Background: an optimization exercise with open tools, aiming at small area and few clock cycles per item. Do not read the settings as production practice. Function was checked by simulation only, so behaviour that the tests miss may differ from the original. Power and IR drop assume default switching activity. No driver is modelled on the clock port, so clocking that relies on it looks cheaper here than on a real chip.

<file path="flow/config.mk">
export PLATFORM = sky130hd
export DESIGN_NAME = palette_bitplane_tile_encoder
export DESIGN_NICKNAME = palette_bitplane_tile_encoder
export VERILOG_FILES = /design/flow/design.v
export SDC_FILE = /design/flow/constraint.sdc
export NUM_CORES = 4
export LEC_CHECK = 0
export CAP_MARGIN = 20
export CORE_MARGIN = 2
export CORE_UTILIZATION = 40
export CTS_CLUSTER_DIAMETER = 100
export CTS_CLUSTER_SIZE = 30
export SLEW_MARGIN = 20
</file>
<file path="flow/constraint.sdc">
create_clock -name core_clock -period 5.0 [get_ports {aclk}]
set_input_delay 1.0000 -clock core_clock [delete_from_list [all_inputs] [get_ports {aclk}]]
set_output_delay 1.0000 -clock core_clock [all_outputs]
set_load 0.01 [all_outputs]
</file>
<file path="flow/design.v">
package pbte_pkg;
    localparam int COLOR_W         = 32;
    localparam int TILE_W          = 8;
    localparam int PIXELS_PER_TILE = 8;
    localparam int POS_W           = 3;
    localparam int STORED_W        = 5;
    localparam int APB_DATA_W      = 32;
    localparam int APB_ADDR_W      = 3;
    localparam logic REG_LEARN_COLORS = 1'b0;
    typedef struct packed {
        logic                palette_overflow;
        logic [STORED_W-1:0] colors_stored;
        logic                high_bit;
        logic                low_bit;
    } pal_status_t;
    typedef struct packed {
        logic                palette_overflow;
        logic [STORED_W-1:0] colors_stored;
        logic [TILE_W-1:0]   plane_high;
        logic [TILE_W-1:0]   plane_low;
    } tile_t;
    localparam int TILE_BITS = 1 + STORED_W + 2 * TILE_W;   
    localparam int TDATA_W   = ((TILE_BITS + 7) / 8) * 8;
endpackage
module pbte_palette #(
    parameter int PALETTE_DEPTH = 16
) (
    input  logic                         aclk,
    input  logic                         aresetn,
    input  logic                         step,
    input  logic                         learn,
    input  logic [pbte_pkg::COLOR_W-1:0] color,
    input  logic                         clear,
    output logic                         busy,
    output logic [pbte_pkg::STORED_W-1:0] colors_stored,
    output logic                         palette_overflow,
    output logic                         low_bit,
    output logic                         high_bit
);
    localparam int SLOTS = PALETTE_DEPTH - 3;
    localparam int HALF  = (SLOTS + 1) / 2;   
    localparam int CNT_W = $clog2(PALETTE_DEPTH + 1);
    logic [pbte_pkg::COLOR_W-1:0] bank_reg [1:3];
    logic [pbte_pkg::COLOR_W-1:0] slot_reg [SLOTS];
    logic [SLOTS-1:0]             slot_vld;
    logic [pbte_pkg::COLOR_W-1:0] spare_reg;
    logic                         spare_vld;
    logic [CNT_W-1:0]             count_reg;
    logic                         overflow_reg;
    logic [CNT_W-1:0] count_eff;
    logic [3:1]       bank_hit;
    logic             other_hit;
    logic             hit;
    logic             full;
    logic             store;
    logic             to_bank;
    logic             new_ring;   
    logic             gap_a;      
    logic             gap_b;      
    logic             spare_b;    
    logic             clr;
    assign clr = step && clear;
    always_comb begin
        count_eff = clear ? '0 : count_reg;
        for (int i = 1; i <= 3; i++) begin
            bank_hit[i] = (CNT_W'(i) < count_eff) && (bank_reg[i] == color);
        end
        other_hit = !clear && spare_vld && (spare_reg == color);
        for (int i = 0; i < SLOTS; i++) begin
            if (!clear && slot_vld[i] && (slot_reg[i] == color)) other_hit = 1'b1;
        end
        hit = (|bank_hit) || other_hit;
        full     = (count_eff >= CNT_W'(PALETTE_DEPTH));
        store    = !hit && learn && !full;
        to_bank  = store && (count_eff >= CNT_W'(1)) && (count_eff <= CNT_W'(3));
        new_ring = step && store && !to_bank;
        low_bit  = bank_hit[1] || bank_hit[3]
                   || (to_bank && ((count_eff == CNT_W'(1)) || (count_eff == CNT_W'(3))));
        high_bit = bank_hit[2] || bank_hit[3]
                   || (to_bank && ((count_eff == CNT_W'(2)) || (count_eff == CNT_W'(3))));
    end
    assign gap_a   = !slot_vld[HALF-1];
    assign gap_b   = !slot_vld[SLOTS-1];
    assign spare_b = spare_vld && !gap_a;
    assign busy    = spare_vld && !gap_a && !gap_b && learn
                     && (count_reg < CNT_W'(PALETTE_DEPTH));
    assign colors_stored    = pbte_pkg::STORED_W'(count_reg);
    assign palette_overflow = overflow_reg;
    always_ff @(posedge aclk) begin
        if (!aresetn) begin
            count_reg    <= '0;
            overflow_reg <= 1'b0;
        end else if (step) begin
            count_reg    <= store ? count_eff + CNT_W'(1) : count_eff;
            overflow_reg <= (!clear && overflow_reg) || (!hit && learn && full);
        end
    end
    always_ff @(posedge aclk) begin
        for (int i = 1; i <= 3; i++) begin
            if (count_reg == CNT_W'(i)) bank_reg[i] <= color;
        end
    end
    always_ff @(posedge aclk) begin
        for (int i = 1; i < SLOTS; i++) begin
            if (i != HALF) slot_reg[i] <= slot_reg[i-1];
        end
        if (!gap_a)         slot_reg[0] <= slot_reg[HALF-1];
        else if (spare_vld) slot_reg[0] <= spare_reg;
        else                slot_reg[0] <= color;
        if (!gap_b)         slot_reg[HALF] <= slot_reg[SLOTS-1];
        else if (spare_b)   slot_reg[HALF] <= spare_reg;
        else                slot_reg[HALF] <= color;
    end
    always_ff @(posedge aclk) begin
        if (!aresetn) begin
            slot_vld <= '0;
        end else begin
            for (int i = 1; i < SLOTS; i++) begin
                if (i != HALF) slot_vld[i] <= slot_vld[i-1] && !clr;
            end
            if (!gap_a)         slot_vld[0] <= slot_vld[HALF-1] && !clr;
            else if (spare_vld) slot_vld[0] <= !clr;
            else                slot_vld[0] <= new_ring;
            if (!gap_b)         slot_vld[HALF] <= slot_vld[SLOTS-1] && !clr;
            else if (spare_b)   slot_vld[HALF] <= !clr;
            else                slot_vld[HALF] <= new_ring && (!gap_a || spare_vld);
        end
    end
    always_ff @(posedge aclk) begin
        if (!aresetn) begin
            spare_vld <= 1'b0;
        end else if (spare_vld) begin
            spare_vld <= (gap_a && gap_b) ? 1'b0 : ((gap_a || gap_b || clr) ? new_ring : 1'b1);
        end else begin
            spare_vld <= new_ring && !gap_a && !gap_b;
        end
    end
    always_ff @(posedge aclk) begin
        if (!spare_vld || gap_a || gap_b || clr) spare_reg <= color;
    end
endmodule
module pbte_planes (
    input  logic                        aclk,
    input  logic                        aresetn,
    input  logic                        step,
    input  logic                        clear,
    input  logic                        low_bit,
    input  logic                        high_bit,
    output logic                        emit,
    output logic [pbte_pkg::TILE_W-1:0] plane_low,
    output logic [pbte_pkg::TILE_W-1:0] plane_high
);
    logic [pbte_pkg::POS_W-1:0] bit_pos_reg;
    logic [pbte_pkg::POS_W-1:0] pos_eff;
    assign pos_eff = clear ? '0 : bit_pos_reg;
    assign emit    = (pos_eff == pbte_pkg::POS_W'(pbte_pkg::PIXELS_PER_TILE - 1));
    always_ff @(posedge aclk) begin
        if (!aresetn) begin
            bit_pos_reg <= '0;
        end else if (step) begin
            bit_pos_reg <= pos_eff + pbte_pkg::POS_W'(1);
        end
    end
    always_ff @(posedge aclk) begin
        if (step) begin
            plane_low  <= {plane_low[pbte_pkg::TILE_W-2:0], low_bit};
            plane_high <= {plane_high[pbte_pkg::TILE_W-2:0], high_bit};
        end
    end
endmodule
module palette_bitplane_tile_encoder #(
    parameter int PALETTE_DEPTH = 16
) (
    input  logic                            aclk,
    input  logic                            aresetn,
    input  logic                            s_tvalid,
    output logic                            s_tready,
    input  logic [pbte_pkg::COLOR_W-1:0]    s_tdata,   
    input  logic                            s_tuser,   
    output logic                            m_tvalid,
    input  logic                            m_tready,
    output logic [pbte_pkg::TDATA_W-1:0]    m_tdata,
    input  logic                            psel,
    input  logic                            penable,
    input  logic                            pwrite,
    input  logic [pbte_pkg::APB_ADDR_W-1:0] paddr,
    input  logic [pbte_pkg::APB_DATA_W-1:0] pwdata,
    output logic [pbte_pkg::APB_DATA_W-1:0] prdata,
    output logic                            pready
);
    logic                          learn_reg;
    logic                          m_valid_reg;
    logic                          busy;
    logic                          step;
    logic                          emit;
    logic                          low_bit;
    logic                          high_bit;
    logic [pbte_pkg::TILE_W-1:0]   plane_low;
    logic [pbte_pkg::TILE_W-1:0]   plane_high;
    logic [pbte_pkg::STORED_W-1:0] colors_stored;
    logic                          palette_overflow;
    assign pready = 1'b1;
    always_comb begin
        prdata = '0;
        if (paddr[2] == pbte_pkg::REG_LEARN_COLORS) begin
            prdata[0] = learn_reg;
        end
    end
    always_ff @(posedge aclk) begin
        if (!aresetn) begin
            learn_reg <= 1'b1;
        end else if (psel && penable && pwrite
                     && (paddr[2] == pbte_pkg::REG_LEARN_COLORS)) begin
            learn_reg <= pwdata[0];
        end
    end
    assign s_tready = !busy && (!m_valid_reg || m_tready);
    assign step     = s_tvalid && s_tready;
    always_ff @(posedge aclk) begin
        if (!aresetn) begin
            m_valid_reg <= 1'b0;
        end else if (step && emit) begin
            m_valid_reg <= 1'b1;
        end else if (m_tready) begin
            m_valid_reg <= 1'b0;
        end
    end
    pbte_palette #(
        .PALETTE_DEPTH (PALETTE_DEPTH)
    ) u_palette (
        .aclk             (aclk),
        .aresetn          (aresetn),
        .step             (step),
        .learn            (learn_reg),
        .color            (s_tdata),
        .clear            (s_tuser),
        .busy             (busy),
        .colors_stored    (colors_stored),
        .palette_overflow (palette_overflow),
        .low_bit          (low_bit),
        .high_bit         (high_bit)
    );
    pbte_planes u_planes (
        .aclk       (aclk),
        .aresetn    (aresetn),
        .step       (step),
        .clear      (s_tuser),
        .low_bit    (low_bit),
        .high_bit   (high_bit),
        .emit       (emit),
        .plane_low  (plane_low),
        .plane_high (plane_high)
    );
    assign m_tvalid = m_valid_reg;
    assign m_tdata  = {{(pbte_pkg::TDATA_W - pbte_pkg::TILE_BITS){1'b0}},
                       palette_overflow, colors_stored, plane_high, plane_low};
endmodule
</file>
<file path="flow/flow/run.sh">
#!/bin/bash
# The standard layout, with the clock tree built without dummy loads.
# make's output goes to orfs_make.log; each tool's own log is under orfs/logs/.
set -euo pipefail
export CTS_ARGS="-sink_clustering_enable -repair_clock_nets -dont_use_dummy_load -sink_clustering_size 30 -sink_clustering_max_diameter 100"
bash standard.sh finish > orfs_make.log 2>&1
</file>
<file path="flow/standard.sh">
#!/bin/bash
# synth_recipe.tcl (not shown) runs the flow's synth.tcl, then flattens the netlist and writes it again
# the make line also repeats each setting of config.mk as NAME=value (left out here)
make -C /OpenROAD-flow-scripts/flow DESIGN_CONFIG=/design/flow/config.mk WORK_HOME=/design/flow/orfs CLKGATE_MAP_FILE= SYNTH_SCRIPT=/design/flow/synth_recipe.tcl "${@:-finish}"
</file>
==> results of run 1 <==
[critical path: stages]
cell and delay, ps:
sky130_fd_sc_hd__clkdlybuf4s50_1 740, sky130_fd_sc_hd__buf_4 350, sky130_fd_sc_hd__xor2_1 120, sky130_fd_sc_hd__nor4_1 500, sky130_fd_sc_hd__nand4_1 170, sky130_fd_sc_hd__nor3_1 550
sky130_fd_sc_hd__nor4_4 110, sky130_fd_sc_hd__nand4_4 170, sky130_fd_sc_hd__nor4_1 90, sky130_fd_sc_hd__or3_1 350
[layout by cell type, fill, tap and decap left out, types with 5 or more instances in the layout]
master                            Yosys  routed
sky130_fd_sc_hd__dfxtp_1            441     438
sky130_fd_sc_hd__xor2_1             400     400
sky130_fd_sc_hd__edfxtp_1           144     144
sky130_fd_sc_hd__xnor2_1            143     143
sky130_fd_sc_hd__nor4_1              95      95
sky130_fd_sc_hd__nand2_1             77      77
sky130_fd_sc_hd__mux2i_1             70      70
sky130_fd_sc_hd__o21ai_0             68      68
sky130_fd_sc_hd__clkdlybuf4s50_1      0      65
sky130_fd_sc_hd__buf_4               48      65
sky130_fd_sc_hd__nand4_1             45      45
sky130_fd_sc_hd__conb_1               2      34
sky130_fd_sc_hd__nor3_1              29      29
sky130_fd_sc_hd__nand3_1             23      23
sky130_fd_sc_hd__clkbuf_16            0      23
sky130_fd_sc_hd__and3_1              13      13
sky130_fd_sc_hd__buf_12               4      13
sky130_fd_sc_hd__nand4b_1            12      12
sky130_fd_sc_hd__nor2_1              10      10
sky130_fd_sc_hd__nor2b_1              9       9
sky130_fd_sc_hd__inv_1                6       6
sky130_fd_sc_hd__ha_1                 5       5
[how the worst min path moves through the flow]
| stage | slack (ps) | depth (start not counted) | end |
|---|---|---|---|
| finish | 320 | 0 | u_palette.slot_reg[1][27] |
| CTS | 320 | 0 | u_palette.slot_reg[1][27] |
| floorplan | 350 | 0 | u_palette.slot_reg[8][14] |
| global route | 340 | 0 | u_palette.slot_reg[1][27] |
| global placement | 350 | 0 | u_palette.slot_reg[11][11] |
| detailed placement | 350 | 0 | u_palette.slot_reg[2][7] |
[through the flow]
| step | utilization, % | instance area, um^2 | hold slack, ps | power (uW) | setup slack, ps |
|---|---|---|---|---|---|
| after CTS | 43.96 | 24220 | 323.9 | 8308 | 1301 |
| after detailed placement | 42.92 | 23650 | 353.3 | 6142 | 646.0 |
| after global routing | 43.96 | 24220 | 341.0 | 8522 | 1045 |
| after global placement | 42.92 | 23650 | 349.5 | 6135 | 657.5 |
| after floorplan | - | 22410 | 347.7 | 5832 | 1316 |
| final | 43.97 | 24230 | 319.4 | 8260 | 1200 |
[metal layers]
metal  track usage (%)  part of all wire, %
met1             28.52                   47
met2             32.07                   46
met3             2.009                  4.4
met4             6.569                  3.4
met5                 0                    0
[power breakdown]
| part | total, uW | internal [uW] | switching, uW | leakage [uW] |
|---|---|---|---|---|
| Sequential | 5250 | 5070 | 173 | 0.00509 |
| Clock | 2220 | 834 | 1390 | 0.000283 |
| Combinational | 791 | 326 | 465 | 0.00352 |
| Total | 8260 | 6230 | 2030 | 0.00890 |
[cells by family after synthesis]
logic type / Yosys count
simple gates: 340
mux: 70
xor+xnor: 543
compound gates: 86
other cells: 2
flops: 585
fa+ha+maj: 6
buf+inv: 136
[final cells by class]
type                            count  area, um^2
Fill cell                        5083       30870
Sequential cell                   585       13160
Multi-Input combinational cell   1079        8127
Timing Repair Buffer              144        1404
Tap cell                          748       935.9
Clock buffer                       23       575.6
Inverter                            6       22.52
Antenna cell                        2       5.005
==> reports/metrics.json, run 1 <==
{
  "final_layout": {
    "largest_reg_flops": 416,
    "layout_overhead_on_the_synthesized_area_pct": 8.696,
    "finish.cell_count_without_fillers": 2587,
    "nets": 1919,
    "post_route_cells_drive_above_1_share_pct": 6.424
  },
  "global_routing": {
    "grt_overflow_total": 0,
    "grt_pass1_wl_mm": 83.47,
    "track_usage_pct": 20.06,
    "number_of_antenna_violations_at_the_first_check_in_global_routing": 4,
    "via_count_of_the_first_global_routing_pass": 12526,
    "pin_count_of_the_biggest_net_entering_global_routing": 70
  },
  "timing": {
    "timing.setup.tns_ps": 0,
    "final.period_utilization_pct": 76.00,
    "fin_skew_ps": 84.69,
    "rsz_0062_raised_after_global_routing": "no",
    "tightest_slew_ps": 779.6,
    "timing.max_slew.rel_slack_pct": 48.03,
    "timing.final.setup_violations": 0,
    "fmaxAchievable_ghz": 0.2632,
    "hold_violations": 0,
    "final.min_clock_period_ps": 3800,
    "final_max_slew_viol_count": 0
  },
  "synth": {
    "synth_xor_area_share_pct": 21.34,
    "synthFlopType": "sky130_fd_sc_hd__dfxtp_1",
    "asyncSetResetFlopFracSynth_pct": 0,
    "share_of_the_synthesized_area_in_compound_gates_ao_oa_aoi_oai_pct": 2.116,
    "cells_taking_the_most_area_after_synthesis": "sky130_fd_sc_hd__dfxtp_1, sky130_fd_sc_hd__edfxtp_1, sky130_fd_sc_hd__xor2_1",
    "yosys.cell_types.count": 51,
    "commonest_cells_in_the_netlist": "sky130_fd_sc_hd__dfxtp_1, sky130_fd_sc_hd__xor2_1, sky130_fd_sc_hd__edfxtp_1",
    "cell_area_synth_um2": 22290,
    "synth_top_family_by_area": "XOR/XNOR gates",
    "synth_area_leader_cell": "sky130_fd_sc_hd__dfxtp_1",
    "synth.most_common_cell": "sky130_fd_sc_hd__dfxtp_1",
    "ys_ff_latch": 585,
    "area_share_of_the_leading_cell_type_in_the_synthesized_netlist_pct": 39.61,
    "ys_warn_count": 5,
    "post_synth_fa_ha_maj_area_fraction_pct": 0.3256,
    "synth-seq-area-share_pct": 59.01,
    "post_synthesis_share_of_cell_area_spent_on_and_or_nand_and_nor_gates_pct": 8.915,
    "synthCells": 1768,
    "synth-edff-count": 144,
    "synth_area_per_cell_um2": 12.61,
    "synth_mux_area_share_pct": 3.144
  },
  "floorplan": {
    "core_um2": 55090,
    "die-height_um": 240.1,
    "initial_core_util_pct": 40.45,
    "die_area_um2": 57620,
    "die_w_um": 240.1,
    "total_i_o_pin_count": 134,
    "number_of_rows_created_at_floorplan": 86
  },
  "cts": {
    "cts.root.buffer_cell": "sky130_fd_sc_hd__clkbuf_16",
    "numCtsBuffers": 23,
    "cts_post_setup_buffers_inserted": 0,
    "cts_tree": "done",
    "cts-root-to-sink-buffers": 3,
    "clock_latency_ps": 610,
    "worst_setup_hold_path_clk_slew_ps": 120,
    "tritoncts_sinks": 585,
    "postCtsHoldBufs": 0,
    "cts_resized": 0,
    "htree_num_levels": 1
  },
  "placement": {
    "gp_routability_congestion": 0.8709,
    "place.detailed.instances": 2562,
    "port_buffers": 66,
    "place.detailed.hpwl_mm": 43.68
  },
  "hold_path": {
    "min_from": "u_palette.slot_reg[0][27]",
    "worstHoldPathType": "reg -> reg"
  },
  "pwr": {
    "vdd.ir_drop.worst_mv": 0.2256,
    "power.density_nw_per_um2": 341.0,
    "static-leakage-power_uw": 0.008896
  },
  "worst_setup_path": {
    "timing.reg2reg.setup_slack_ps": 2030,
    "worstSetupStartpointType": "input port",
    "path_max_fanout": 13,
    "crit_start": "s_tdata[23]",
    "critPathArrivalTime_ps": 4170,
    "worst_ep_required_time_ps": 5370,
    "rr_endpoint": "u_palette.count_reg[0]",
    "setup.worst_path.class": "in -> reg",
    "end_kind": "register",
    "rr_startpoint": "u_palette.count_reg[0]",
    "worst_r2r_path_depth": 11,
    "critical_path.endpoint": "u_planes.plane_high[0]"
  },
  "detailed_routing": {
    "totalWireLength_mm": 58.07,
    "vias_per_cell": 4.888,
    "detailedRoute.firstPassIterationCount": 5,
    "routed_wire_length_per_instance_um": 22.45,
    "via_count": 12645,
    "initialDrtViolationCount": 1038,
    "post-route-drc-count": 0,
    "detail-route-antenna-nets": 0
  },
  "flow_run": {
    "timing.max_cap.violations": 0
  },
  "status": {
    "outcome": "no timing/DRC/antenna violations"
  }
}
Testbench counts, summed over its fixed seeds: cycles 32,967, pixels 32,768.
==> inputs of run 2 (changes only) <==
--- a/flow/config.mk
+++ b/flow/config.mk
@@ -7,7 +7,7 @@
 export LEC_CHECK = 0
 export CAP_MARGIN = 20
 export CORE_MARGIN = 2
-export CORE_UTILIZATION = 40
+export CORE_UTILIZATION = 60
 export CTS_CLUSTER_DIAMETER = 100
 export CTS_CLUSTER_SIZE = 30
 export SLEW_MARGIN = 20
==> run 2 against run 1 <==
Compared with the run above: still clean on timing, DRC and antenna; global-route usage rose by 9.6 points; power fell by 0.45%; first-iteration DRC count fell by 13%; routed wire length fell by 1.2%; critical path type unchanged; highest routed layer unchanged.
==> reports/metrics.json, run 2 <==
{
  "status": {
    "outcome": "no timing/DRC/antenna violations"
  },
  "pwr": {
    "net-switching-power": {"value": 1990, "unit": "uW", "change": "-1.9%"},
    "vdd.ir_drop.worst": {"value": 0.2783, "unit": "mV", "change": "+23%"},
    "power_frac_seq": {"value": 63.8, "unit": "%", "change": "+0.3 points"},
    "cellInternalPower": {"value": 6233, "unit": "uW", "change": "about the same"},
    "netSwitchingFraction": {"value": 24.20, "unit": "%", "change": "-0.35 points"},
    "clock_power_share": {"value": 26.5, "unit": "%", "change": "-0.4 points"},
    "static-leakage-power": {"value": 0.008916, "unit": "uW", "change": "+0.22%"},
    "power.density": {"value": 343.8, "unit": "nW/um^2", "change": "+0.84%"},
    "power.share.combinational": {"value": 9.7, "unit": "%", "change": "about the same"}
  },
  "synth": {
    "synth_area_per_cell": {"value": 12.61, "unit": "um^2", "change": "unchanged"},
    "cell_area_synth": {"value": 22290, "unit": "um^2", "change": "unchanged"},
    "asyncSetResetFlopFracSynth": {"value": 0, "unit": "%", "change": "unchanged"},
    "synth_area_leader_cell": "sky130_fd_sc_hd__dfxtp_1",
    "yosys.cell_types.count": {"value": 51, "change": "unchanged"},
    "commonest_cells_in_the_netlist": "sky130_fd_sc_hd__dfxtp_1, sky130_fd_sc_hd__xor2_1, sky130_fd_sc_hd__edfxtp_1",
    "synthFlopType": "sky130_fd_sc_hd__dfxtp_1",
    "ys_ff_latch": {"value": 585, "change": "unchanged"},
    "ys_warn_count": {"value": 5, "change": "unchanged"},
    "synth-seq-area-share": {"value": 59.01, "unit": "%", "change": "unchanged"},
    "cells_taking_the_most_area_after_synthesis": "sky130_fd_sc_hd__dfxtp_1, sky130_fd_sc_hd__edfxtp_1, sky130_fd_sc_hd__xor2_1",
    "area_share_of_the_leading_cell_type_in_the_synthesized_netlist": {"value": 39.61, "unit": "%", "change": "unchanged"},
    "synth-edff-count": {"value": 144, "change": "unchanged"},
    "synth.most_common_cell": "sky130_fd_sc_hd__dfxtp_1",
    "synthCells": {"value": 1768, "change": "unchanged"}
  },
  "cts": {
    "tritoncts_sinks": {"value": 585, "change": "unchanged"},
    "cts_post_setup_buffers_inserted": {"value": 0, "change": "unchanged"},
    "cts_tree": "done",
    "worst_setup_hold_path_clk_slew": {"value": 110, "unit": "ps", "change": "about the same"},
    "cts_resized": {"value": 0, "change": "unchanged"},
    "cts-root-to-sink-buffers": {"value": 3, "change": "unchanged"},
    "postCtsHoldBufs": {"value": 0, "change": "unchanged"},
    "clock_latency": {"value": 560, "unit": "ps", "change": "-50 ps"},
    "cts.root.buffer_cell": "sky130_fd_sc_hd__clkbuf_16",
    "htree_num_levels": {"value": 1, "change": "unchanged"},
    "numCtsBuffers": {"value": 23, "change": "unchanged"}
  },
  "final_layout": {
    "largest_reg_flops": {"value": 416, "change": "unchanged"},
    "multiInputGateArea": {"value": 8127, "unit": "um^2", "change": "unchanged"},
    "nets": {"value": 1921, "change": "+0.10%"},
    "most-common-layout-cells": "sky130_fd_sc_hd__dfxtp_1, sky130_fd_sc_hd__xor2_1, sky130_fd_sc_hd__edfxtp_1, sky130_fd_sc_hd__xnor2_1, sky130_fd_sc_hd__nor4_1",
    "final_common_cell": "sky130_fd_sc_hd__dfxtp_1",
    "post_route_cells_drive_above_1_share": {"value": 6.471, "unit": "%", "change": "+0.047 points"},
    "layout_overhead_on_the_synthesized_area_pct": 7.315,
    "area_used_by_sequential_logic_in_the_layout": {"value": 13160, "unit": "um^2", "change": "unchanged"},
    "final_cell_area": {"value": 23920, "unit": "um^2", "change": "-1.3%"},
    "fillCellCount": {"value": 2881, "change": "-43%"}
  },
  "worst_setup_path": {
    "rr_startpoint": "u_palette.slot_vld[6]",
    "rr_endpoint": "u_palette.spare_vld",
    "setup.worst_path.class": "in -> reg",
    "timing.reg2reg.setup_slack": {"value": 1810, "unit": "ps", "change": "-220 ps"},
    "worst_ep_required_time": {"value": 5320, "unit": "ps", "change": "-50 ps"},
    "worstSetupStartpointType": "input port",
    "worst_r2r_path_depth": {"value": 11, "change": "unchanged"},
    "path_max_fanout": {"value": 9, "change": "-4"},
    "critPathArrivalTime": {"value": 4230, "unit": "ps", "change": "+60 ps"},
    "end_kind": "register"
  },
  "flow_run": {
    "timing.max_cap.violations": {"value": 0, "change": "unchanged"}
  },
  "hold_path": {
    "cell_depth_of_the_worst_min_delay_path": {"value": 0, "change": "unchanged"},
    "min_from": "u_palette.slot_reg[9][2]",
    "min_to": "u_palette.slot_reg[10][2]",
    "worstHoldPathType": "reg -> reg"
  },
  "timing": {
    "hold_violations": {"value": 0, "change": "unchanged"},
    "fin_skew": {"value": 37.00, "unit": "ps", "change": "-47.69 ps"},
    "tightest_slew": {"value": 1039, "unit": "ps", "change": "+259.7 ps"},
    "timing.hold.ws": {"value": 326.1, "unit": "ps", "change": "+6.655 ps"},
    "rsz_0062_raised_after_global_routing": "no",
    "final_max_slew_viol_count": {"value": 0, "change": "unchanged"},
    "worst_slack": {"value": 1084, "unit": "ps", "change": "-115.5 ps"},
    "final.period_utilization": {"value": 78.31, "unit": "%", "change": "+2.3 points"},
    "timing.setup.tns": {"value": 0, "unit": "ps", "change": "unchanged"},
    "timing.max_slew.rel_slack": {"value": 30.49, "unit": "%", "change": "-18 points"},
    "timing.final.setup_violations": {"value": 0, "change": "unchanged"},
    "fmaxAchievable": {"value": 0.2554, "unit": "GHz", "change": "-3.0%"},
    "final.min_clock_period": {"value": 3916, "unit": "ps", "change": "+115.5 ps"}
  },
  "placement": {
    "place_worst_setup_slack": {"value": 587.5, "unit": "ps", "change": "-58.48 ps"},
    "placed_cell_area": {"value": 23340, "unit": "um^2", "change": "-1.3%"},
    "place.detailed.hpwl": {"value": 42.88, "unit": "mm", "change": "-1.8%"},
    "gp_routability_congestion": {"value": 0.9142, "change": "+5.0%"},
    "port_buffers": {"value": 66, "change": "unchanged"}
  },
  "detailed_routing": {
    "routed_wire_length_per_instance": {"value": 24.87, "unit": "um", "change": "+11%"},
    "post-route-drc-count": {"value": 0, "change": "unchanged"},
    "vias_per_cell": {"value": 5.515, "change": "+13%"},
    "initialDrtViolationCount": {"value": 906, "change": "-13%"},
    "totalWireLength": {"value": 57.39, "unit": "mm", "change": "-1.2%"},
    "detail-route-antenna-nets": {"value": 0, "change": "unchanged"},
    "via_count": {"value": 12728, "change": "+0.66%"},
    "detailedRoute.firstPassIterationCount": {"value": 6, "change": "+1"}
  },
  "global_routing": {
    "grt_pass1_wl": {"value": 81.83, "unit": "mm", "change": "-2.0%"},
    "pin_count_of_the_biggest_net_entering_global_routing": {"value": 70, "change": "unchanged"},
    "grt_overflow_total": {"value": 0, "change": "unchanged"},
    "via_count_of_the_first_global_routing_pass": {"value": 12612, "change": "+0.69%"},
    "number_of_antenna_violations_at_the_first_check_in_global_routing": {"value": 1, "change": "-3"},
    "track_usage": {"value": 29.70, "unit": "%", "change": "+9.6 points"}
  },
  "floorplan": {
    "initial_core_util": {"value": 60.88, "unit": "%", "change": "+20 points"},
    "total_i_o_pin_count": {"value": 134, "change": "unchanged"},
    "number_of_rows_created_at_floorplan": {"value": 70, "change": "-19%"},
    "die_w": {"value": 196.7, "unit": "um", "change": "-18%"},
    "die-height": {"value": 196.7, "unit": "um", "change": "-18%"},
    "core": {"value": 36610, "unit": "um^2", "change": "-34%"},
    "die_area": {"value": 38700, "unit": "um^2", "change": "-33%"}
  }
}
-- run 2: worst max-delay path: stages --
cell	delay [ps]
sky130_fd_sc_hd__clkdlybuf4s50_1	830
sky130_fd_sc_hd__buf_4	370
sky130_fd_sc_hd__xor2_1	160
sky130_fd_sc_hd__nor4_1	580
sky130_fd_sc_hd__nand4b_1	220
sky130_fd_sc_hd__nor3_1	350
sky130_fd_sc_hd__nor4_4	80
sky130_fd_sc_hd__nand4_4	190
sky130_fd_sc_hd__nor4_1	90
sky130_fd_sc_hd__or3_1	350
-- run 2: routing by layer --
layer | track usage [%] | wire length [um] | vias to the layer above
met4 | 14.01 | 2983 | 0
met5 | 0 | 0 | -
met1 | 41.18 | 25590 | 6150
met3 | 4.124 | 3397 | 114
li1 | - | - | 6070
met2 | 46.41 | 25420 | 394
-- run 2: logic make-up after synthesis --
logic type	count (synthesis)	share of synthesized area (%)
simple gates	340	8.915
other cells	2	0.03370
mux	70	3.144
fa+ha+maj	6	0.3256
buf+inv	136	5.114
flops	585	59.01
compound gates	86	2.117
xor+xnor	543	21.34
-- run 2: final cells by class --
type,instances,share of cell area [%]
clock buffer,23,2.406
timing repair buffer,146,6.058
multi-input combinational,1079,33.98
sequential,585,55.01
tap,468,2.448
inverter,6,0.09416
antenna,1,0.01046
-- run 2: worst max path at each step --
stage                                to                    from  cells after the start
2_1_floorplan  u_palette.bank_reg[2][0]  u_palette.count_reg[4]                      2
3_3_place_gp     u_planes.plane_high[0]             s_tdata[23]                      9
3_5_place_dp     u_planes.plane_high[0]             s_tdata[31]                     10
4_1_cts          u_planes.plane_high[0]             s_tdata[31]                     10
5_1_grt          u_planes.plane_high[0]             s_tdata[27]                     10
6_report         u_planes.plane_high[0]             s_tdata[31]                     10
-- run 2: power groups by stage --
stage	Combinational [uW]	Clock, uW	Sequential [uW]
floorplan	538	0	5290
finish	796	2180	5250
detailed placement	795	0	5350
global placement	788	0	5340
global route	850	2370	5270
CTS	799	2220	5240
-- run 2: metrics by stage --
step / instances / total power (uW) / util [%]
global route: 2307 / 8488 / 65.32
global placement: 2284 / 6129 / 63.75
CTS: 2307 / 8263 / 65.32
detailed placement: 2284 / 6144 / 63.75
finish: 2308 / 8223 / 65.33
floorplan: 1800 / 5832 / -
==> inputs of run 3 (changes only) <==
==> flow/flow/run.sh (replaced) <==
#!/bin/bash
# The standard layout with two changes:
#  - synthesis maps the logic with an area-oriented ABC script (abc_area.script);
#    everything else in synthesis, registers included, is the standard one;
#  - the clock tree is built without dummy loads.
# make's output goes to orfs_make.log; each tool's own log is under orfs/logs/.
set -euo pipefail
here=$(pwd)
export MY_ABC_SCRIPT="$here/flow/abc_area.script"
export CTS_ARGS="-sink_clustering_enable -repair_clock_nets -dont_use_dummy_load"
bash standard.sh SYNTH_SCRIPT="$here/flow/synth_area.tcl" finish > orfs_make.log 2>&1
==> flow/flow/abc_area.script (new file) <==
strash
dch -f
amap -m
topo
dnsize -c
==> flow/flow/synth_area.tcl (new file) <==
# synth_recipe.tcl, with ABC run on the script that MY_ABC_SCRIPT names.
proc synth {args} { yosys synth -nofsm -noshare {*}$args }
proc abc {args} {
  set i [lsearch -exact $args -script]
  if { $i >= 0 && [info exists ::env(MY_ABC_SCRIPT)] } {
    lset args [expr {$i + 1}] $::env(MY_ABC_SCRIPT)
  }
  yosys abc {*}$args
}
source $::env(SCRIPTS_DIR)/synth.tcl
# left out here: clear keep_hierarchy, flatten, clean up, hide names made inside functions, write 1_2_yosys.v
--- a/flow/config.mk
+++ b/flow/config.mk
@@ -7,7 +7,5 @@
 export LEC_CHECK = 0
 export CAP_MARGIN = 20
 export CORE_MARGIN = 2
-export CORE_UTILIZATION = 60
-export CTS_CLUSTER_DIAMETER = 100
-export CTS_CLUSTER_SIZE = 30
+export CORE_UTILIZATION = 40
 export SLEW_MARGIN = 20
==> run 3 against run 2 <==
Compared with the run above: still clean; clock power grew 73%; register-to-register slack worse by 610 ps; die area rose by 41%; power grew 22%; fmax shrank 18%; worst hold slack improved by 6.6 ps; count of clock-buffer cells in the layout increased by 36; clock skew up 3.2 ps; critical path depth is 8 higher; routed wire length increased by 58%; synthesized cell count rose by 17%; flip-flop and latch count is the same; critical path type unchanged; critical endpoint is now u_palette.count_reg[0]; largest cell class unchanged.
==> reports/metrics.json, run 3 <==
{
  "worst_setup_path": {
    "path_buf_inv": {"value": 4, "change": "+2"},
    "end_kind": "register",
    "timing.reg2reg.setup_slack": {"value": 1200, "unit": "ps", "change": "-610 ps"},
    "setup.worst_path.class": "in -> reg",
    "worst_ep_required_time": {"value": 5490, "unit": "ps", "change": "+170 ps"},
    "critPathArrivalTime": {"value": 5260, "unit": "ps", "change": "+1030 ps"},
    "path_max_fanout": {"value": 9, "change": "unchanged"},
    "rr_endpoint": "u_palette.count_reg[0]",
    "worst_r2r_path_depth": {"value": 15, "change": "+4"},
    "rr_startpoint": "u_palette.slot_reg[8][12]",
    "timing.critical_path.slowest_cell_delay": {"value": 540, "unit": "ps", "change": "-290 ps"},
    "worstPathCellList": "clkdlybuf4s50_1, clkinv_1, buf_4, a22o_1, or4_1, or4_1, nand4b_1, nor4_1, or4_1, nor2_1, nor2b_1, nor2b_1, o21ai_0, or2_0, buf_4, nor2_1, a31oi_1, nor2_1",
    "cpLargestDelayFamily": "simple AND/OR/NAND/NOR gates",
    "worstSetupStartpointType": "input port",
    "critPathSlowestCell": "sky130_fd_sc_hd__or4_1"
  },
  "floorplan": {
    "total_i_o_pin_count": {"value": 134, "change": "unchanged"},
    "die-height": {"value": 233.6, "unit": "um", "change": "+19%"},
    "number_of_rows_created_at_floorplan": {"value": 84, "change": "+20%"},
    "die_w": {"value": 233.6, "unit": "um", "change": "+19%"},
    "initial_core_util": {"value": 40.30, "unit": "%", "change": "-21 points"},
    "core": {"value": 52340, "unit": "um^2", "change": "+43%"},
    "die_area": {"value": 54580, "unit": "um^2", "change": "+41%"}
  },
  "timing": {
    "final_max_slew_viol_count": {"value": 0, "change": "unchanged"},
    "final.min_clock_period": {"value": 4763, "unit": "ps", "change": "+847.3 ps"},
    "timing.setup.tns": {"value": 0, "unit": "ps", "change": "unchanged"},
    "worst_slack": {"value": 237.1, "unit": "ps", "change": "-847.3 ps"},
    "hold_violations": {"value": 0, "change": "unchanged"},
    "timing.max_slew.rel_slack": {"value": 32.79, "unit": "%", "change": "+2.3 points"},
    "timing.hold.ws": {"value": 332.7, "unit": "ps", "change": "+6.603 ps"},
    "tightest_slew": {"value": 1002, "unit": "ps", "change": "-37.44 ps"},
    "fin_skew": {"value": 40.20, "unit": "ps", "change": "+3.203 ps"},
    "fmaxAchievable": {"value": 0.2100, "unit": "GHz", "change": "-18%"},
    "final.period_utilization": {"value": 95.26, "unit": "%", "change": "+17 points"},
    "rsz_0062_raised_after_global_routing": "no",
    "timing.final.setup_violations": {"value": 0, "change": "unchanged"}
  },
  "cts": {
    "cts-root-to-sink-buffers": {"value": 3, "change": "unchanged"},
    "htree_num_levels": {"value": 2, "change": "+1"},
    "cts_post_setup_buffers_inserted": {"value": 0, "change": "unchanged"},
    "numCtsBuffers": {"value": 59, "change": "+160%"},
    "worst_setup_hold_path_clk_slew": {"value": 60, "unit": "ps", "change": "-50 ps"},
    "clock_latency": {"value": 640, "unit": "ps", "change": "+80 ps"},
    "tritoncts_sinks": {"value": 585, "change": "unchanged"},
    "postCtsHoldBufs": {"value": 0, "change": "unchanged"},
    "cts_resized": {"value": 0, "change": "unchanged"},
    "cts.root.buffer_cell": "sky130_fd_sc_hd__clkbuf_16",
    "cts_tree": "done"
  },
  "final_layout": {
    "most-common-layout-cells": "sky130_fd_sc_hd__dfxtp_1, sky130_fd_sc_hd__nand2_1, sky130_fd_sc_hd__o21ai_0, sky130_fd_sc_hd__o22ai_1, sky130_fd_sc_hd__buf_4",
    "nets": {"value": 2490, "change": "+30%"},
    "final_core_utilization": {"value": 49.69, "unit": "%", "change": "-16 points"},
    "layout_overhead_on_the_synthesized_area_pct": 23.31,
    "final_common_cell": "sky130_fd_sc_hd__dfxtp_1",
    "largest_reg_flops": {"value": 416, "change": "unchanged"},
    "post_route_cells_drive_above_1_share": {"value": 11.79, "unit": "%", "change": "+5.3 points"}
  },
  "flow_run": {
    "timing.max_cap.violations": {"value": 0, "change": "unchanged"}
  },
  "synth": {
    "area_share_of_the_leading_cell_type_in_the_synthesized_netlist": {"value": 41.86, "unit": "%", "change": "+2.2 points"},
    "synth_area_per_cell": {"value": 10.21, "unit": "um^2", "change": "-19%"},
    "synth-edff-count": {"value": 144, "change": "unchanged"},
    "ys_ff_latch": {"value": 585, "change": "unchanged"},
    "yosys.cell_types.count": {"value": 40, "change": "-22%"},
    "synthFlopType": "sky130_fd_sc_hd__dfxtp_1",
    "synth.most_common_cell": "sky130_fd_sc_hd__dfxtp_1",
    "commonest_cells_in_the_netlist": "sky130_fd_sc_hd__dfxtp_1, sky130_fd_sc_hd__nand2_1, sky130_fd_sc_hd__o21ai_0",
    "synthCells": {"value": 2065, "change": "+17%"},
    "cell_area_synth": {"value": 21090, "unit": "um^2", "change": "-5.4%"},
    "synth-seq-area-share": {"value": 62.36, "unit": "%", "change": "+3.3 points"},
    "asyncSetResetFlopFracSynth": {"value": 0, "unit": "%", "change": "unchanged"},
    "cells_taking_the_most_area_after_synthesis": "sky130_fd_sc_hd__dfxtp_1, sky130_fd_sc_hd__edfxtp_1, sky130_fd_sc_hd__o21ai_0",
    "synth_area_leader_cell": "sky130_fd_sc_hd__dfxtp_1",
    "ys_warn_count": {"value": 5, "change": "unchanged"}
  },
  "global_routing": {
    "track_usage": {"value": 33.01, "unit": "%", "change": "+3.3 points"},
    "groute.layer.met1.usage": {"value": 44.28, "unit": "%", "change": "+3.1 points"},
    "met3_grt_util": {"value": 6.311, "unit": "%", "change": "+2.2 points"},
    "global_routing_usage_on_met2": {"value": 50.43, "unit": "%", "change": "+4.0 points"},
    "grt_pass1_wl": {"value": 127.0, "unit": "mm", "change": "+55%"},
    "number_of_antenna_violations_at_the_first_check_in_global_routing": {"value": 1, "change": "unchanged"},
    "via_count_of_the_first_global_routing_pass": {"value": 17660, "change": "+40%"},
    "grt_most_used_layer": "met2",
    "pin_count_of_the_biggest_net_entering_global_routing": {"value": 36, "change": "-49%"},
    "grt_overflow_total": {"value": 0, "change": "unchanged"}
  },
  "detailed_routing": {
    "via_count": {"value": 18897, "change": "+48%"},
    "totalWireLength": {"value": 90.81, "unit": "mm", "change": "+58%"},
    "vias_per_cell": {"value": 6.102, "change": "+11%"},
    "post-route-drc-count": {"value": 0, "change": "unchanged"},
    "detailedRoute.firstPassIterationCount": {"value": 6, "change": "unchanged"},
    "routed_wire_length_per_instance": {"value": 29.32, "unit": "um", "change": "+18%"},
    "initialDrtViolationCount": {"value": 2345, "change": "+160%"},
    "detail-route-antenna-nets": {"value": 0, "change": "unchanged"}
  },
  "hold_path": {
    "min_from": "u_palette.slot_reg[4][6]",
    "min_to": "u_palette.slot_reg[5][6]",
    "worstHoldPathType": "reg -> reg",
    "cell_depth_of_the_worst_min_delay_path": {"value": 0, "change": "unchanged"}
  },
  "pwr": {
    "totalPowerFinal": {"value": 10040, "unit": "uW", "change": "+22%"},
    "vdd.ir_drop.worst": {"value": 0.2666, "unit": "mV", "change": "-4.2%"},
    "power.density": {"value": 385.9, "unit": "nW/um^2", "change": "+12%"},
    "static-leakage-power": {"value": 0.009802, "unit": "uW", "change": "+9.9%"}
  },
  "placement": {
    "port_buffers": {"value": 66, "change": "unchanged"},
    "gp_routability_congestion": {"value": 1.017, "change": "+11%"},
    "place_worst_setup_slack": {"value": -285.4, "unit": "ps", "change": "-872.9 ps"},
    "place.detailed.hpwl": {"value": 68.54, "unit": "mm", "change": "+60%"}
  },
  "status": {
    "outcome": "no timing/DRC/antenna violations"
  }
}
[run 3: layout make-up]
| class | count | area [um^2] |
|---|---|---|
| fill | 4778 | 26330 |
| sequential | 585 | 13150 |
| multi-input combinational | 1354 | 7358 |
| timing repair buffer | 287 | 2695 |
| clock buffer | 59 | 1476 |
| tap | 688 | 860.8 |
| inverter | 123 | 461.7 |
| antenna | 1 | 2.502 |
[run 3: worst max-delay path by stage]
stage | from | depth (start not counted) | end | slack [ps]
3_3_place_gp | s_tdata[22] | 19 | u_palette.count_reg[3] | -310
6_report | s_tdata[17] | 18 | u_palette.count_reg[0] | 240
5_1_grt | s_tdata[17] | 17 | u_palette.count_reg[4] | 4
3_5_place_dp | s_tdata[17] | 18 | u_palette.count_reg[0] | -290
2_1_floorplan | u_palette.spare_vld | 9 | u_palette.spare_reg[0] | 70
4_1_cts | s_tdata[17] | 18 | u_palette.count_reg[0] | 330
[run 3: cell families after synthesis]
logic type / synth area share [%]
fa+ha+maj: 0.2966
other cells: 0.03561
buf+inv: 3.435
xor+xnor: 0.04153
simple gates: 14.05
flops: 62.36
compound gates: 19.78
[run 3: where the power goes]
part	total [uW]	internal, uW	switching, uW
combinational	942	368	574
sequential	5310	5080	233
clock	3780	2050	1730
[run 3: worst reg2reg max path, delay by kind of cell, from the launching register on]
family / cells / cell delay (ps)
AND/OR/NAND/NOR: 11 / 2610
AO/OA/AOI/OAI: 3 / 510
flip-flops: 1 / 400
buffers and inverters: 1 / 150
[run 3: per-layer routing]
metal / part of all wire [%] / wire, um
met5: 0 / 0
met4: 6.0 / 5413
met3: 10 / 9155
met2: 43 / 39440
met1: 41 / 36800
[run 3: metrics by stage]
step	instances	cell area, um^2
floorplan	2097	21210
global placement	3037	24520
detailed placement	3037	24530
CTS	3096	26000
global route	3096	26000
finish	3097	26010
==> inputs of run 4 (changes only) <==
--- a/flow/design.v
+++ b/flow/design.v
@@ -57,7 +57,7 @@
     logic             new_ring;   
     logic             gap_a;      
     logic             gap_b;      
-    logic             spare_b;    
+    logic             drain;      
     logic             clr;
     assign clr = step && clear;
     always_comb begin
@@ -81,8 +81,8 @@
     end
     assign gap_a   = !slot_vld[HALF-1];
     assign gap_b   = !slot_vld[SLOTS-1];
-    assign spare_b = spare_vld && !gap_a;
-    assign busy    = spare_vld && !gap_a && !gap_b && learn
+    assign drain   = gap_a || gap_b;
+    assign busy    = spare_vld && !drain && learn
                      && (count_reg < CNT_W'(PALETTE_DEPTH));
     assign colors_stored    = pbte_pkg::STORED_W'(count_reg);
     assign palette_overflow = overflow_reg;
@@ -104,12 +104,8 @@
         for (int i = 1; i < SLOTS; i++) begin
             if (i != HALF) slot_reg[i] <= slot_reg[i-1];
         end
-        if (!gap_a)         slot_reg[0] <= slot_reg[HALF-1];
-        else if (spare_vld) slot_reg[0] <= spare_reg;
-        else                slot_reg[0] <= color;
-        if (!gap_b)         slot_reg[HALF] <= slot_reg[SLOTS-1];
-        else if (spare_b)   slot_reg[HALF] <= spare_reg;
-        else                slot_reg[HALF] <= color;
+        slot_reg[0]    <= gap_a ? spare_reg : slot_reg[HALF-1];
+        slot_reg[HALF] <= gap_b ? spare_reg : slot_reg[SLOTS-1];
     end
     always_ff @(posedge aclk) begin
         if (!aresetn) begin
@@ -118,25 +114,20 @@
             for (int i = 1; i < SLOTS; i++) begin
                 if (i != HALF) slot_vld[i] <= slot_vld[i-1] && !clr;
             end
-            if (!gap_a)         slot_vld[0] <= slot_vld[HALF-1] && !clr;
-            else if (spare_vld) slot_vld[0] <= !clr;
-            else                slot_vld[0] <= new_ring;
-            if (!gap_b)         slot_vld[HALF] <= slot_vld[SLOTS-1] && !clr;
-            else if (spare_b)   slot_vld[HALF] <= !clr;
-            else                slot_vld[HALF] <= new_ring && (!gap_a || spare_vld);
+            slot_vld[0]    <= gap_a ? (spare_vld && !clr) : (slot_vld[HALF-1] && !clr);
+            slot_vld[HALF] <= gap_b ? (spare_vld && !clr && !gap_a)
+                                    : (slot_vld[SLOTS-1] && !clr);
         end
     end
     always_ff @(posedge aclk) begin
         if (!aresetn) begin
             spare_vld <= 1'b0;
-        end else if (spare_vld) begin
-            spare_vld <= (gap_a && gap_b) ? 1'b0 : ((gap_a || gap_b || clr) ? new_ring : 1'b1);
-        end else begin
-            spare_vld <= new_ring && !gap_a && !gap_b;
-        end
-    end
-    always_ff @(posedge aclk) begin
-        if (!spare_vld || gap_a || gap_b || clr) spare_reg <= color;
+        end else if (!spare_vld || drain || clr) begin
+            spare_vld <= new_ring;
+        end
+    end
+    always_ff @(posedge aclk) begin
+        if (!spare_vld || drain || clr) spare_reg <= color;
     end
 endmodule
 module pbte_planes (
==> flow/flow/run.sh (replaced) <==
#!/bin/bash
# The standard layout, except that synthesis maps the logic with an
# area-oriented ABC script (flow/abc_area.script); everything else in
# synthesis, registers included, is the standard one.
# make's output goes to orfs_make.log; each tool's own log is under orfs/logs/.
set -euo pipefail
here=$(pwd)
export MY_ABC_SCRIPT="$here/flow/abc_area.script"
bash standard.sh SYNTH_SCRIPT="$here/flow/synth_area.tcl" finish > orfs_make.log 2>&1
==> flow/flow/abc_area.script (replaced) <==
&get -n
&st
&dch -f
&nf -R 1000 -a
&put
topo
dnsize -c
--- a/flow/config.mk
+++ b/flow/config.mk
@@ -8,4 +8,6 @@
 export CAP_MARGIN = 20
 export CORE_MARGIN = 2
 export CORE_UTILIZATION = 40
+export CTS_CLUSTER_DIAMETER = 100
+export CTS_CLUSTER_SIZE = 30
 export SLEW_MARGIN = 20
==> run 4 against run 3 <==
Compared with the run above: still clean; clock power fell by 39%; cell area fell by 8.5%; flip-flop and latch count unchanged.
==> reports/metrics.json, run 4 <==
{
  "worst_setup_path": {
    "timing.critical_path.slowest_cell_delay": {"value": 750, "unit": "ps", "change": "+210 ps"},
    "path_buf_inv": {"value": 3, "change": "-1"},
    "end_kind": "register",
    "critical_path.most_common_cell": "sky130_fd_sc_hd__nor4_1",
    "worstSetupStartpointType": "input port",
    "worstPathCellList": "clkdlybuf4s50_1, clkinv_1, o22ai_1, nor4_1, nand3_1, nor4_1, buf_4, or4_1, nor4_1, a21boi_0, and2_0, nand2_1, xor2_1, and2_0",
    "critPathSlowestCell": "sky130_fd_sc_hd__nor4_1",
    "cpLargestDelayFamily": "simple AND/OR/NAND/NOR gates",
    "critPathArrivalTime": {"value": 5240, "unit": "ps", "change": "-20 ps"},
    "setup.worst_path.class": "in -> reg",
    "path_max_fanout": {"value": 7, "change": "-2"},
    "worst_ep_required_time": {"value": 5490, "unit": "ps", "change": "about the same"}
  },
  "pwr": {
    "power_frac_seq": {"value": 62.3, "unit": "%", "change": "+9.3 points"},
    "vdd.ir_drop.worst": {"value": 0.2334, "unit": "mV", "change": "-12%"},
    "power.share.combinational": {"value": 10.4, "unit": "%", "change": "+1.0 points"},
    "clock_power_share": {"value": 27.3, "unit": "%", "change": "-10 points"},
    "netSwitchingFraction": {"value": 26.02, "unit": "%", "change": "+0.77 points"},
    "static-leakage-power": {"value": 0.008495, "unit": "uW", "change": "-13%"},
    "power.density": {"value": 357.1, "unit": "nW/um^2", "change": "-7.4%"},
    "net-switching-power": {"value": 2211, "unit": "uW", "change": "-13%"},
    "cellInternalPower": {"value": 6284, "unit": "uW", "change": "-16%"}
  },
  "synth": {
    "ys_ff_latch": {"value": 585, "change": "unchanged"},
    "synth.most_common_cell": "sky130_fd_sc_hd__dfxtp_1",
    "yosys.cell_types.count": {"value": 45, "change": "+13%"},
    "ys_warn_count": {"value": 5, "change": "unchanged"},
    "synthFlopType": "sky130_fd_sc_hd__dfxtp_1",
    "commonest_cells_in_the_netlist": "sky130_fd_sc_hd__dfxtp_1, sky130_fd_sc_hd__clkinv_1, sky130_fd_sc_hd__edfxtp_1",
    "cells_taking_the_most_area_after_synthesis": "sky130_fd_sc_hd__dfxtp_1, sky130_fd_sc_hd__edfxtp_1, sky130_fd_sc_hd__a221oi_1",
    "area_share_of_the_leading_cell_type_in_the_synthesized_netlist": {"value": 42.99, "unit": "%", "change": "+1.1 points"},
    "cell_area_synth": {"value": 20540, "unit": "um^2", "change": "-2.6%"},
    "synthCells": {"value": 1678, "change": "-19%"},
    "asyncSetResetFlopFracSynth": {"value": 0, "unit": "%", "change": "unchanged"},
    "synth_area_per_cell": {"value": 12.24, "unit": "um^2", "change": "+20%"},
    "synth_area_leader_cell": "sky130_fd_sc_hd__dfxtp_1",
    "synth-seq-area-share": {"value": 64.05, "unit": "%", "change": "+1.7 points"},
    "synth-edff-count": {"value": 144, "change": "unchanged"}
  },
  "cts": {
    "clock_latency": {"value": 590, "unit": "ps", "change": "-50 ps"},
    "cts.root.buffer_cell": "sky130_fd_sc_hd__clkbuf_16",
    "cts-root-to-sink-buffers": {"value": 3, "change": "unchanged"},
    "cts_resized": {"value": 0, "change": "unchanged"},
    "htree_num_levels": {"value": 1, "change": "-1"},
    "worst_setup_hold_path_clk_slew": {"value": 110, "unit": "ps", "change": "+50 ps"},
    "tritoncts_sinks": {"value": 585, "change": "unchanged"},
    "postCtsHoldBufs": {"value": 0, "change": "unchanged"},
    "cts_post_setup_buffers_inserted": {"value": 0, "change": "unchanged"},
    "numCtsBuffers": {"value": 23, "change": "-61%"},
    "cts_tree": "done"
  },
  "timing": {
    "fmaxAchievable": {"value": 0.2104, "unit": "GHz", "change": "+0.23%"},
    "final_max_slew_viol_count": {"value": 0, "change": "unchanged"},
    "timing.final.setup_violations": {"value": 0, "change": "unchanged"},
    "final.period_utilization": {"value": 95.04, "unit": "%", "change": "-0.22 points"},
    "timing.max_slew.rel_slack": {"value": 26.22, "unit": "%", "change": "-6.6 points"},
    "tightest_slew": {"value": 1103, "unit": "ps", "change": "+101.3 ps"},
    "fin_skew": {"value": 19.24, "unit": "ps", "change": "-20.96 ps"},
    "hold_violations": {"value": 0, "change": "unchanged"},
    "rsz_0062_raised_after_global_routing": "no",
    "final.min_clock_period": {"value": 4752, "unit": "ps", "change": "-11.01 ps"},
    "timing.hold.ws": {"value": 352.6, "unit": "ps", "change": "+19.91 ps"},
    "worst_slack": {"value": 248.1, "unit": "ps", "change": "+11.01 ps"}
  },
  "final_layout": {
    "most-common-layout-cells": "sky130_fd_sc_hd__dfxtp_1, sky130_fd_sc_hd__clkinv_1, sky130_fd_sc_hd__edfxtp_1, sky130_fd_sc_hd__o22ai_1, sky130_fd_sc_hd__a221oi_1",
    "layout_overhead_on_the_synthesized_area_pct": 15.83,
    "post_route_cells_drive_above_1_share": {"value": 8.395, "unit": "%", "change": "-3.4 points"},
    "final_cell_area": {"value": 23790, "unit": "um^2", "change": "-8.5%"},
    "largest_reg_flops": {"value": 416, "change": "unchanged"},
    "final_common_cell": "sky130_fd_sc_hd__dfxtp_1",
    "nets": {"value": 1976, "change": "-21%"},
    "fillCellCount": {"value": 4628, "change": "-3.1%"}
  },
  "detailed_routing": {
    "post-route-drc-count": {"value": 0, "change": "unchanged"},
    "detail-route-antenna-nets": {"value": 0, "change": "unchanged"},
    "initialDrtViolationCount": {"value": 2462, "change": "+5.0%"},
    "via_count": {"value": 15824, "change": "-16%"},
    "vias_per_cell": {"value": 6.117, "change": "+0.25%"},
    "detailedRoute.firstPassIterationCount": {"value": 7, "change": "+1"},
    "totalWireLength": {"value": 78.98, "unit": "mm", "change": "-13%"},
    "routed_wire_length_per_instance": {"value": 30.53, "unit": "um", "change": "+4.1%"}
  },
  "flow_run": {
    "timing.max_cap.violations": {"value": 0, "change": "unchanged"}
  },
  "global_routing": {
    "grt_overflow_total": {"value": 0, "change": "unchanged"},
    "pin_count_of_the_biggest_net_entering_global_routing": {"value": 52, "change": "+44%"},
    "number_of_antenna_violations_at_the_first_check_in_global_routing": {"value": 0, "change": "-1"},
    "via_count_of_the_first_global_routing_pass": {"value": 14988, "change": "-15%"},
    "grt_pass1_wl": {"value": 110.6, "unit": "mm", "change": "-13%"},
    "track_usage": {"value": 29.10, "unit": "%", "change": "-3.9 points"}
  },
  "placement": {
    "place.detailed.hpwl": {"value": 58.18, "unit": "mm", "change": "-15%"},
    "placed_cell_area": {"value": 23150, "unit": "um^2", "change": "-5.6%"},
    "gp_routability_congestion": {"value": 1.009, "change": "-0.75%"},
    "port_buffers": {"value": 66, "change": "unchanged"},
    "place_worst_setup_slack": {"value": -202.0, "unit": "ps", "change": "+83.43 ps"}
  },
  "floorplan": {
    "initial_core_util": {"value": 40.27, "unit": "%", "change": "about the same"},
    "die-height": {"value": 230.6, "unit": "um", "change": "-1.3%"},
    "die_w": {"value": 230.6, "unit": "um", "change": "-1.3%"},
    "total_i_o_pin_count": {"value": 134, "change": "unchanged"},
    "number_of_rows_created_at_floorplan": {"value": 83, "change": "-1.2%"},
    "die_area": {"value": 53170, "unit": "um^2", "change": "-2.6%"},
    "core": {"value": 50990, "unit": "um^2", "change": "-2.6%"}
  },
  "status": {
    "outcome": "no timing/DRC/antenna violations"
  },
  "hold_path": {
    "worstHoldPathType": "reg -> reg"
  }
}
run 4: changes by cell type after synthesis, moves of 30 or more:
cell | before | now
sky130_fd_sc_hd__o21ai_0 | 296 | 26
sky130_fd_sc_hd__nand2_1 | 301 | 40
sky130_fd_sc_hd__or4_1 | 141 | 1
sky130_fd_sc_hd__a221oi_1 | 1 | 136
sky130_fd_sc_hd__xor2_1 | 0 | 105
sky130_fd_sc_hd__o22ai_1 | 228 | 140
sky130_fd_sc_hd__nor2_1 | 113 | 32
sky130_fd_sc_hd__xnor2_1 | 1 | 56
sky130_fd_sc_hd__nand4_1 | 1 | 50
sky130_fd_sc_hd__a21oi_1 | 71 | 24
sky130_fd_sc_hd__clkinv_1 | 123 | 166
sky130_fd_sc_hd__o2bb2ai_1 | 0 | 40
sky130_fd_sc_hd__nor4_1 | 17 | 47
run 4: worst register-to-register path: cells and delay by family (launching register included):
kind / cells / cell delay [ps]
flops: 1 / 390
compound gates: 3 / 680
xor+xnor: 1 / 170
buf+inv: 1 / 110
simple gates: 9 / 2300
run 4: worst paths after layout:
path                                                from                       end  slack (ps)  cells past startpoint
worst max-delay path                         s_tdata[22]    u_palette.count_reg[2]         250                     14
worst min-delay path            u_palette.slot_reg[2][6]  u_palette.slot_reg[3][6]         350                      0
worst max register to register  u_palette.slot_reg[0][5]    u_palette.count_reg[2]        1250                     14
worst min register to register  u_palette.slot_reg[2][6]  u_palette.slot_reg[3][6]         350                      0
run 4: cell families (layout without fill, tap and decap cells):
group           Yosys count  count (layout)  share of synthesized area [%]
simple gates            246             246                          6.477
flops                   585             585                          64.05
compound gates          448             448                          16.32
mux                      30              30                          1.633
xor+xnor                161             161                          6.866
other cells               2              35                        0.03657
buf+inv                 201             397                          4.314
fa+ha+maj                 5               5                         0.3046
run 4: final cells by class:
class,count,area [um^2],share of cell area (%)
Sequential cell,585,13160,55.30
Clock buffer,33,613.1,2.577
Multi-Input combinational cell,924,6635,27.89
Timing Repair Buffer,196,1887,7.932
Antenna cell,1,2.502,0.01052
Inverter,166,623.1,2.619
Tap cell,680,850.8,3.577
Clock inverter,2,21.27,0.08942
run 4: metal layers:
layer	track usage [%]	wire [um]
met5	0	0
met2	44.86	34520
met1	40.12	31530
met4	11.75	3619
met3	5.818	9315
run 4: per-stage QoR:
stage / power (uW) / setup TNS [ps] / instances / util (%)
2_1_floorplan: 5701 / 0 / 1710 / -
3_3_place_gp: 6235 / -952.9 / 2551 / 45.40
3_5_place_dp: 6237 / -896.9 / 2551 / 45.40
4_1_cts: 8469 / 0 / 2586 / 46.65
5_1_grt: 8726 / 0 / 2586 / 46.65
6_report: 8495 / 0 / 2587 / 46.65
run 4: power groups by stage:
stage,sequential (uW),combinational (uW),clock (uW)
2_1_floorplan,5290,408,0
3_3_place_gp,5380,856,0
3_5_place_dp,5380,856,0
4_1_cts,5280,861,2330
5_1_grt,5300,923,2500
6_report,5290,885,2320
Testbench counts of run 4, summed over its fixed seeds: cycles 33,319, pixels 32,768.
==> inputs of run 5 (changes only) <==
==> flow/run.sh (new file) <==
#!/bin/bash
# synth_recipe.tcl (not shown) runs the flow's synth.tcl, then flattens the netlist and writes it again
# the make line also repeats each setting of config.mk as NAME=value (left out here)
make -C /OpenROAD-flow-scripts/flow DESIGN_CONFIG=/design/flow/config.mk WORK_HOME=/design/flow/orfs CLKGATE_MAP_FILE= SYNTH_SCRIPT=/design/flow/synth_recipe.tcl finish
--- a/flow/config.mk
+++ b/flow/config.mk
@@ -5,9 +5,9 @@
 export SDC_FILE = /design/flow/constraint.sdc
 export NUM_CORES = 4
 export LEC_CHECK = 0
-export CAP_MARGIN = 20
+export CAP_MARGIN = 0
 export CORE_MARGIN = 2
 export CORE_UTILIZATION = 40
 export CTS_CLUSTER_DIAMETER = 100
 export CTS_CLUSTER_SIZE = 30
-export SLEW_MARGIN = 20
+export SLEW_MARGIN = 0
removed: flow/flow/run.sh
removed: flow/flow/abc_area.script
removed: flow/flow/synth_area.tcl
removed: flow/standard.sh
==> run 5 against run 4 <==
Compared with the run above: global-route usage decreased by 8.8 points; clock power barely moved; utilization is 2.6 points lower; area after synthesis rose by 5.5%; first-iteration DRC count down 58%; clock skew is 8.7 ps higher; worst setup slack gained 940 ps; sequential power is 0.8% lower; cell area fell by 0.47%; count of clock-buffer cells in the layout stayed put; fmax rose by 25%; critical path type unchanged.
==> reports/metrics.json, run 5 <==
{
  "status": {
    "outcome": "no timing/DRC/antenna violations"
  },
  "final_layout": {
    "area_used_by_sequential_logic_in_the_layout": {"value": 13150, "unit": "um^2", "change": "about the same"},
    "layout_overhead_on_the_synthesized_area_pct": 9.319,
    "final_cell_area": {"value": 23680, "unit": "um^2", "change": "-0.47%"},
    "fillCellCount": {"value": 4894, "change": "+5.7%"}
  },
  "detailed_routing": {
    "initialDrtViolationCount": {"value": 1040, "change": "-58%"},
    "detailroute.wirelength.met3": {"value": 2.440, "unit": "mm", "change": "-74%"},
    "post-route-drc-count": {"value": 0, "change": "unchanged"},
    "vias_per_cell": {"value": 4.975, "change": "-19%"},
    "totalWireLength": {"value": 57.08, "unit": "mm", "change": "-28%"},
    "detail-route-antenna-nets": {"value": 0, "change": "unchanged"},
    "detailedRoute.firstPassIterationCount": {"value": 5, "change": "-2"},
    "routed_wire_length_per_instance": {"value": 23.36, "unit": "um", "change": "-23%"}
  },
  "pwr": {
    "cellInternalPower": {"value": 6340, "unit": "uW", "change": "+0.88%"},
    "vdd.ir_drop.worst": {"value": 0.2846, "unit": "mV", "change": "+22%"},
    "netSwitchingFraction": {"value": 24.54, "unit": "%", "change": "-1.5 points"},
    "static-leakage-power": {"value": 0.008553, "unit": "uW", "change": "+0.68%"},
    "net-switching-power": {"value": 2062, "unit": "uW", "change": "-6.7%"},
    "power.density": {"value": 354.9, "unit": "nW/um^2", "change": "-0.63%"}
  },
  "timing": {
    "hold_violations": {"value": 0, "change": "unchanged"},
    "worst_slack": {"value": 1185, "unit": "ps", "change": "+936.4 ps"},
    "rsz_0062_raised_after_global_routing": "no",
    "timing.final.setup_violations": {"value": 0, "change": "unchanged"},
    "timing.max_slew.rel_slack": {"value": 35.32, "unit": "%", "change": "+9.1 points"},
    "tightest_slew": {"value": 967.1, "unit": "ps", "change": "-136.1 ps"},
    "timing.setup.tns": {"value": 0, "unit": "ps", "change": "unchanged"},
    "fin_skew": {"value": 27.96, "unit": "ps", "change": "+8.717 ps"},
    "final_max_slew_viol_count": {"value": 0, "change": "unchanged"}
  },
  "cts": {
    "tritoncts_sinks": {"value": 585, "change": "unchanged"},
    "clock_latency": {"value": 600, "unit": "ps", "change": "about the same"},
    "cts-root-to-sink-buffers": {"value": 3, "change": "unchanged"},
    "cts_resized": {"value": 0, "change": "unchanged"},
    "worst_setup_hold_path_clk_slew": {"value": 120, "unit": "ps", "change": "about the same"},
    "numCtsBuffers": {"value": 23, "change": "unchanged"},
    "cts.root.buffer_cell": "sky130_fd_sc_hd__clkbuf_16",
    "postCtsHoldBufs": {"value": 0, "change": "unchanged"},
    "cts_tree": "done"
  },
  "worst_setup_path": {
    "worst_r2r_path_depth": {"value": 8, "change": "-6"},
    "critPathSlowestCell": "sky130_fd_sc_hd__clkdlybuf4s50_1",
    "rr_endpoint": "u_planes.plane_low[0]",
    "worstPathCellList": "clkdlybuf4s50_1, buf_4, xnor2_1, nand4_1, nor2_1, nand4_1, o211ai_1, nor4_4, nand2_1, o31ai_1",
    "critPathArrivalTime": {"value": 4210, "unit": "ps", "change": "-1030 ps"},
    "path_max_fanout": {"value": 8, "change": "+1"},
    "cp_num_cells": {"value": 10, "change": "-4"},
    "worst_ep_required_time": {"value": 5390, "unit": "ps", "change": "-100 ps"},
    "path_buf_inv": {"value": 2, "change": "-1"},
    "timing.reg2reg.setup_slack": {"value": 2080, "unit": "ps", "change": "+830 ps"},
    "cpLargestDelayFamily": "buffers and inverters",
    "setup.worst_path.class": "in -> reg",
    "critical_path.endpoint": "u_planes.plane_low[0]",
    "end_kind": "register"
  },
  "synth": {
    "area_share_of_the_leading_cell_type_in_the_synthesized_netlist": {"value": 40.76, "unit": "%", "change": "-2.2 points"},
    "asyncSetResetFlopFracSynth": {"value": 0, "unit": "%", "change": "unchanged"},
    "commonest_cells_in_the_netlist": "sky130_fd_sc_hd__dfxtp_1, sky130_fd_sc_hd__xnor2_1, sky130_fd_sc_hd__xor2_1",
    "synth_mux_area_share": {"value": 3.316, "unit": "%", "change": "+1.7 points"},
    "synthFlopType": "sky130_fd_sc_hd__dfxtp_1",
    "synth_area_leader_cell": "sky130_fd_sc_hd__dfxtp_1",
    "synth_xor_area_share": {"value": 21.92, "unit": "%", "change": "+15 points"},
    "synth_area_per_cell": {"value": 13.14, "unit": "um^2", "change": "+7.4%"},
    "share_of_the_synthesized_area_in_compound_gates_ao_oa_aoi_oai": {"value": 1.254, "unit": "%", "change": "-15 points"},
    "post_synthesis_share_of_cell_area_spent_on_and_or_nand_and_nor_gates": {"value": 7.828, "unit": "%", "change": "+1.4 points"}
  },
  "floorplan": {
    "total_i_o_pin_count": {"value": 134, "change": "unchanged"},
    "initial_core_util": {"value": 40.32, "unit": "%", "change": "+0.049 points"},
    "number_of_rows_created_at_floorplan": {"value": 85, "change": "+2.4%"}
  },
  "global_routing": {
    "pin_count_of_the_biggest_net_entering_global_routing": {"value": 37, "change": "-29%"},
    "grt_pass1_wl": {"value": 82.22, "unit": "mm", "change": "-26%"},
    "track_usage": {"value": 20.29, "unit": "%", "change": "-8.8 points"}
  },
  "placement": {
    "placed_cell_area": {"value": 23020, "unit": "um^2", "change": "-0.57%"},
    "place.detailed.hpwl": {"value": 43.54, "unit": "mm", "change": "-25%"},
    "gp_routability_congestion": {"value": 0.9119, "change": "-9.7%"},
    "port_buffers": {"value": 66, "change": "unchanged"}
  }
}
-- run 5: area by class of cell --
cell class / instances / share of cell area (%)
flip-flops and latches: 585 / 55.55
clock buffers: 33 / 2.679
clock inverters: 3 / 0.09513
well taps: 696 / 3.678
repair buffers: 147 / 5.623
inverters: 9 / 0.1427
multi-input cells: 970 / 32.23
-- run 5: how the worst min path moves through the flow --
stage | depth (start not counted) | slack [ps] | start | to
finish | 0 | 350 | u_palette.slot_reg[4][8] | u_palette.slot_reg[5][8]
global route | 0 | 360 | u_palette.slot_reg[4][8] | u_palette.slot_reg[5][8]
CTS | 0 | 350 | u_palette.slot_reg[4][8] | u_palette.slot_reg[5][8]
detailed placement | 0 | 350 | u_palette.slot_reg[10][18] | u_palette.slot_reg[11][18]
global placement | 0 | 350 | u_palette.slot_reg[10][27] | u_palette.slot_reg[11][27]
floorplan | 0 | 330 | u_palette.slot_reg[0][1] | u_palette.slot_reg[1][1]
-- run 5: kinds of logic (layout without fill, tap and decap cells) --
family	count (synthesis)	in the layout
AOI/OAI and AO/OA	41	41
xor gates and xnor gates	542	542
muxes	64	64
adders and majority gates	5	5
and+or+nand+nor	284	284
buffers and inverters	125	192
DFF	585	585
other	2	34
-- run 5: through the flow --
step | hold WS (ps) | util [%] | instances | total power [uW]
after floorplan | 330.8 | - | 1680 | 5859
after global placement | 351.7 | 42.86 | 2407 | 6176
after detailed placement | 353.0 | 42.86 | 2407 | 6181
after CTS | 352.5 | 44.08 | 2443 | 8452
after global routing | 358.2 | 44.08 | 2443 | 8679
final | 350.6 | 44.08 | 2443 | 8402
-- run 5: worst reg2reg max path, delay by kind of cell (launching register included) --
kind | cells | cell delay [ps]
AND/OR/NAND/NOR | 4 | 1520
XOR/XNOR | 1 | 140
AO/OA/AOI/OAI | 3 | 670
flip-flops | 1 | 330
-- run 5: power by group through the flow --
stage	registers (uW)	clock network, uW	logic, uW
3_5_place_dp	5360	0	825
6_report	5250	2330	823
3_3_place_gp	5350	0	826
5_1_grt	5280	2520	881
4_1_cts	5250	2370	830
2_1_floorplan	5300	0	564
-- run 5: per-layer routing --
layer	track usage, %	vias to the layer above
li1	-	5725
met1	29.02	5986
met2	31.80	355
met3	1.900	88
met4	7.940	0
met5	0	-

Setup slack of run 5, layout unchanged: 1.185 ns with ideal ports, 1.216 ns with driving cells assumed (clock clkbuf_16, inputs buf_2), 0.582 ns with port delays also shifted by the 0.634 ns mid clock arrival.
